This is an optimization exercise on Yosys and OpenROAD, whose aim is small area, a short achievable clock period and few clock cycles per item, not a production implementation. The RTL was checked by simulation tests, not by an equivalence proof against the original design. No activity file was given, so power comes from the tool's default toggle rates.

== old ==
==> flow/design.v <==
package bole_pkg;
  localparam int DEPTH   = 16;
  localparam int CNT_W   = $clog2(DEPTH + 1);
  localparam int IDX_W   = $clog2(DEPTH);
  localparam int VALUE_W = 32;
  localparam int ENTRY_W = 5;
  localparam logic [2:0] MODE_APPEND    = 3'd0;
  localparam logic [2:0] MODE_POP_FRONT = 3'd1;
  localparam logic [2:0] MODE_POP_BACK  = 3'd2;
  localparam logic [2:0] MODE_DELETE    = 3'd3;
  localparam logic [2:0] MODE_TRAVERSE  = 3'd4;
  localparam logic [1:0] STAT_OK       = 2'd0;
  localparam logic [1:0] STAT_EMPTY    = 2'd1;
  localparam logic [1:0] STAT_NOTFOUND = 2'd2;
  localparam logic [1:0] STAT_FULL     = 2'd3;
  typedef struct packed {
    logic [2:0]         mode;
    logic [VALUE_W-1:0] value;
  } cmd_t;
  typedef struct packed {
    logic [1:0]         status;
    logic [VALUE_W-1:0] item_value;
    logic [ENTRY_W-1:0] entry_count;
    logic               last;
  } result_t;
endpackage
module bole_cell(
  input  logic                          clk,
  input  logic                          shift,
  input  logic                          load,
  input  logic [bole_pkg::VALUE_W-1:0]  right_data,
  input  logic [bole_pkg::VALUE_W-1:0]  wr_value,
  input  logic [bole_pkg::VALUE_W-1:0]  key,
  output logic                          eq,
  output logic [bole_pkg::VALUE_W-1:0]  data
);
  assign eq = data == key;
  logic hold;
  assign hold = !shift && !load;
  always_ff @(posedge clk) begin
    data <= ({bole_pkg::VALUE_W{shift}} & right_data)
          | ({bole_pkg::VALUE_W{load}}  & wr_value)
          | ({bole_pkg::VALUE_W{hold}}  & data);
  end
endmodule
module bounded_ordered_list_engine_unit(
  input  logic              clk,
  input  logic              rst,
  input  logic              start,
  input  bole_pkg::cmd_t    cmd,
  output logic              busy,
  output logic              strobe,
  output bole_pkg::result_t result
);
  localparam int D  = bole_pkg::DEPTH;
  localparam int CW = bole_pkg::CNT_W;
  localparam int VW = bole_pkg::VALUE_W;
  logic           a_v;
  bole_pkg::cmd_t a_cmd;
  logic           b_app, b_pf, b_pb, b_del, b_trav, b_oth;
  logic [VW-1:0]  b_val;
  logic [D-1:0]   b_eq;      
  logic [D-1:0]   b_rsel;    
  logic           b_hold;    
  logic [CW-1:0]  count;
  logic [D-1:0]   vmask;
  logic [VW-1:0]  data  [D];
  logic [D-1:0]   eq_a;
  logic [D-1:0]   shift;
  logic [D-1:0]   load;
  assign busy = b_hold;
  logic          empty, full;
  logic [D-1:0]  pre, tailpos, freepos;
  logic          hit;
  logic          inc, dec;
  logic [CW-1:0] count_next;
  logic [D-1:0]  vmask_next;
  logic [VW-1:0] rd;
  bole_pkg::result_t res_next;
  assign empty = !vmask[0];
  assign full  = vmask[D-1];
  always_comb begin
    pre[0] = b_eq[0];
    for (int i = 1; i < D; i++) pre[i] = pre[i-1] | b_eq[i];
  end
  assign hit = pre[D-1];
  always_comb begin
    for (int i = 0; i < D; i++) begin
      freepos[i] = !vmask[i] && (i == 0 || vmask[(i + D - 1) % D]);
      shift[i]   = (b_pf && !empty) || (b_del && pre[i]);
      load[i]    = b_app && freepos[i];
    end
  end
  assign inc = b_app && !full;
  assign dec = ((b_pf || b_pb) && !empty) || (b_del && hit);
  always_comb begin
    count_next = count;
    vmask_next = vmask;
    if (inc) begin
      count_next = count + CW'(1);
      vmask_next = {vmask[D-2:0], 1'b1};
    end else if (dec) begin
      count_next = count - CW'(1);
      vmask_next = {1'b0, vmask[D-1:1]};
    end
  end
  always_comb begin
    rd = '0;
    for (int i = 0; i < D; i++) rd = rd | ({VW{b_rsel[i]}} & data[i]);
  end
  always_comb begin
    res_next.status      = bole_pkg::STAT_OK;
    res_next.item_value  = rd | ({VW{b_del && hit}} & b_val);
    res_next.last        = 1'b1;
    res_next.entry_count = '0;   
    if (b_app && full)                  res_next.status = bole_pkg::STAT_FULL;
    if ((b_pf || b_pb || b_del || b_trav) && empty)
                                        res_next.status = bole_pkg::STAT_EMPTY;
    if (b_del && !empty && !hit)        res_next.status = bole_pkg::STAT_NOTFOUND;
    if (b_trav)                         res_next.last   = !b_hold;
  end
  logic          same;
  logic [D-1:0]  eq_fwd;
  assign same = b_val == a_cmd.value;
  always_comb begin
    for (int i = 0; i < D; i++) begin
      if (shift[i])     eq_fwd[i] = (i < D - 1) ? eq_a[(i + 1) % D] : 1'b0;
      else if (load[i]) eq_fwd[i] = same;
      else              eq_fwd[i] = eq_a[i];
    end
  end
  genvar g;
  generate
    for (g = 0; g < D; g++) begin : g_cell
      logic [VW-1:0] right;
      if (g < D - 1) begin : g_mid
        assign right = data[g+1];
      end else begin : g_end
        assign right = data[g];
      end
      bole_cell u_cell (
        .clk        (clk),
        .shift      (shift[g]),
        .load       (load[g]),
        .right_data (right),
        .wr_value   (b_val),
        .key        (a_cmd.value),
        .eq         (eq_a[g]),
        .data       (data[g])
      );
    end
  endgenerate
  logic [2:0]   a_mode;
  logic         a_app, a_pf, a_pb, a_del, a_trav;
  logic [D-1:0] tail_next;
  logic [D-1:0] rsel_adv;
  assign a_mode = a_cmd.mode;
  assign a_app  = a_v && a_mode == bole_pkg::MODE_APPEND;
  assign a_pf   = a_v && a_mode == bole_pkg::MODE_POP_FRONT;
  assign a_pb   = a_v && a_mode == bole_pkg::MODE_POP_BACK;
  assign a_del  = a_v && a_mode == bole_pkg::MODE_DELETE;
  assign a_trav = a_v && a_mode == bole_pkg::MODE_TRAVERSE;
  assign tail_next = vmask_next & ~{1'b0, vmask_next[D-1:1]};
  assign rsel_adv  = {b_rsel[D-2:0], 1'b0};
  always_ff @(posedge clk) begin
    if (rst) begin
      a_v    <= 1'b0;
      b_app  <= 1'b0;
      b_pf   <= 1'b0;
      b_pb   <= 1'b0;
      b_del  <= 1'b0;
      b_trav <= 1'b0;
      b_oth  <= 1'b0;
      b_hold <= 1'b0;
      count  <= '0;
      vmask  <= '0;
      strobe <= 1'b0;
    end else begin
      count  <= count_next;
      vmask  <= vmask_next;
      strobe <= b_app || b_pf || b_pb || b_del || b_trav || b_oth;
      if (!b_hold) begin
        a_v    <= start;
        b_app  <= a_app;
        b_pf   <= a_pf;
        b_pb   <= a_pb;
        b_del  <= a_del;
        b_trav <= a_trav;
        b_oth  <= a_v && a_mode > bole_pkg::MODE_TRAVERSE;
        b_hold <= a_trav && vmask_next[1];
      end else begin
        b_hold <= |(rsel_adv[D-2:0] & vmask[D-1:1]);
      end
    end
  end
  always_ff @(posedge clk) begin
    b_val <= a_cmd.value;
    b_eq  <= eq_fwd & vmask_next;
    if (!b_hold) begin
      a_cmd  <= cmd;
      b_rsel <= ({D{a_pf || a_trav}} & {{(D-1){1'b0}}, vmask_next[0]})
              | ({D{a_pb}} & tail_next);
    end else begin
      b_rsel <= rsel_adv;
    end
    result.status     <= res_next.status;
    result.item_value <= res_next.item_value;
    result.last       <= res_next.last;
  end
  assign result.entry_count = bole_pkg::ENTRY_W'(count);
endmodule
==> flow/config.mk <==
export PLATFORM = sky130hd
export DESIGN_NAME = bounded_ordered_list_engine_unit
export DESIGN_NICKNAME = bounded_ordered_list_engine_unit
export VERILOG_FILES = /design/flow/design.v
export SDC_FILE = /design/flow/constraint.sdc
export NUM_CORES = 4
export LEC_CHECK = 0
export CAP_MARGIN = 20
export CORE_MARGIN = 2
export CORE_UTILIZATION = 22
export CTS_CLUSTER_DIAMETER = 70
export CTS_CLUSTER_SIZE = 25
export SETUP_SLACK_MARGIN = 3.5
export SLEW_MARGIN = 20
==> flow/constraint.sdc <==
create_clock -name core_clock -period 6.0 [get_ports {clk}]
set_input_delay 1.2000 -clock core_clock [delete_from_list [all_inputs] [get_ports {clk}]]
set_output_delay 1.2000 -clock core_clock [all_outputs]
set_load 0.01 [all_outputs]
run.sh (not shown) runs the stock make flow with config.mk's settings and CLKGATE_MAP_FILE= SYNTH_SCRIPT=/design/flow/synth_recipe.tcl, a recipe that flattens the netlist after the stock synthesis.
Testbench counts of old, summed over its fixed seeds: cycles 57,010, commands 32,000.
The inputs of new differ from those of old as listed below.
diff --git a/flow/design.v b/flow/design.v
--- a/flow/design.v
+++ b/flow/design.v
@@ -117,19 +117,22 @@
     if ((b_pf || b_pb || b_del || b_trav) && empty)
                                         res_next.status = bole_pkg::STAT_EMPTY;
     if (b_del && !empty && !hit)        res_next.status = bole_pkg::STAT_NOTFOUND;
     if (b_trav)                         res_next.last   = !b_hold;
   end
   logic          same;
-  logic [D-1:0]  eq_fwd;
+  logic [D-1:0]  tail_cur, pbtail, eq_v, eq_fwd;
+  assign tail_cur = vmask & ~{1'b0, vmask[D-1:1]};
+  assign pbtail   = {D{b_pb && !empty}} & tail_cur;
+  assign eq_v     = eq_a & vmask & ~pbtail;
   assign same = b_val == a_cmd.value;
   always_comb begin
     for (int i = 0; i < D; i++) begin
-      if (shift[i])     eq_fwd[i] = (i < D - 1) ? eq_a[(i + 1) % D] : 1'b0;
+      if (shift[i])     eq_fwd[i] = (i < D - 1) ? eq_v[(i + 1) % D] : 1'b0;
       else if (load[i]) eq_fwd[i] = same;
-      else              eq_fwd[i] = eq_a[i];
+      else              eq_fwd[i] = eq_v[i];
     end
   end
   genvar g;
   generate
     for (g = 0; g < D; g++) begin : g_cell
       logic [VW-1:0] right;
@@ -157,13 +160,13 @@
   assign a_mode = a_cmd.mode;
   assign a_app  = a_v && a_mode == bole_pkg::MODE_APPEND;
   assign a_pf   = a_v && a_mode == bole_pkg::MODE_POP_FRONT;
   assign a_pb   = a_v && a_mode == bole_pkg::MODE_POP_BACK;
   assign a_del  = a_v && a_mode == bole_pkg::MODE_DELETE;
   assign a_trav = a_v && a_mode == bole_pkg::MODE_TRAVERSE;
-  assign tail_next = vmask_next & ~{1'b0, vmask_next[D-1:1]};
+  assign tail_next = inc ? freepos : dec ? {1'b0, tail_cur[D-1:1]} : tail_cur;
   assign rsel_adv  = {b_rsel[D-2:0], 1'b0};
   always_ff @(posedge clk) begin
     if (rst) begin
       a_v    <= 1'b0;
       b_app  <= 1'b0;
       b_pf   <= 1'b0;
@@ -192,13 +195,13 @@
         b_hold <= |(rsel_adv[D-2:0] & vmask[D-1:1]);
       end
     end
   end
   always_ff @(posedge clk) begin
     b_val <= a_cmd.value;
-    b_eq  <= eq_fwd & vmask_next;
+    b_eq  <= eq_fwd;
     if (!b_hold) begin
       a_cmd  <= cmd;
       b_rsel <= ({D{a_pf || a_trav}} & {{(D-1){1'b0}}, vmask_next[0]})
               | ({D{a_pb}} & tail_next);
     end else begin
       b_rsel <= rsel_adv;
Results
The final worst setup slack of new was inferior to that of old. The top power group comes out sequential cells in one run and clock in the other, namely in old and new respectively. When the final numbers for new and old were put side by side, the final critical delay including setup and external delays turned out to be smaller in old. Relative to old, the final total power measured on new has increased by a few percent. Side by side, arrival time at the worst endpoint turned out higher in new than in old. new ended up with a higher synthesized-area fraction occupied by ao, oa, aoi and oai cells than old did. Of new and old, old shows the lower synthesized cell area, with new above it. Cmp new and old / power share of the sequential group / lower: new.
Testbench counts of new, summed over its fixed seeds: cycles 57,010, commands 32,000.

[static timing again, ports no longer ideal]
In the flow no input, the clock included, has a driving cell. The finished layouts below were timed again as built, in two steps.
Step 1 sets driving cells, clkbuf_16 on the clock port and buf_2 on the other inputs (assumed; they add their load-dependent delay and slew).
Step 2 adds t to the input delays and takes it off the output delays; t is the mean of the earliest and latest rising clock arrival at the registers after step 1. Input paths then give back, and output paths get back, about the clock's delay inside the block.
Three values: ideal ports, drivers, drivers and shift; two values: the first two.
run	shift t [ns]	setup slack, ns	worst setup path at the end
old	0.773	3.361 / 3.361 / 3.361	register to register
new	0.788	3.293 / 3.293 / 3.293	register to register
After both steps setup and hold are still met in every run listed.
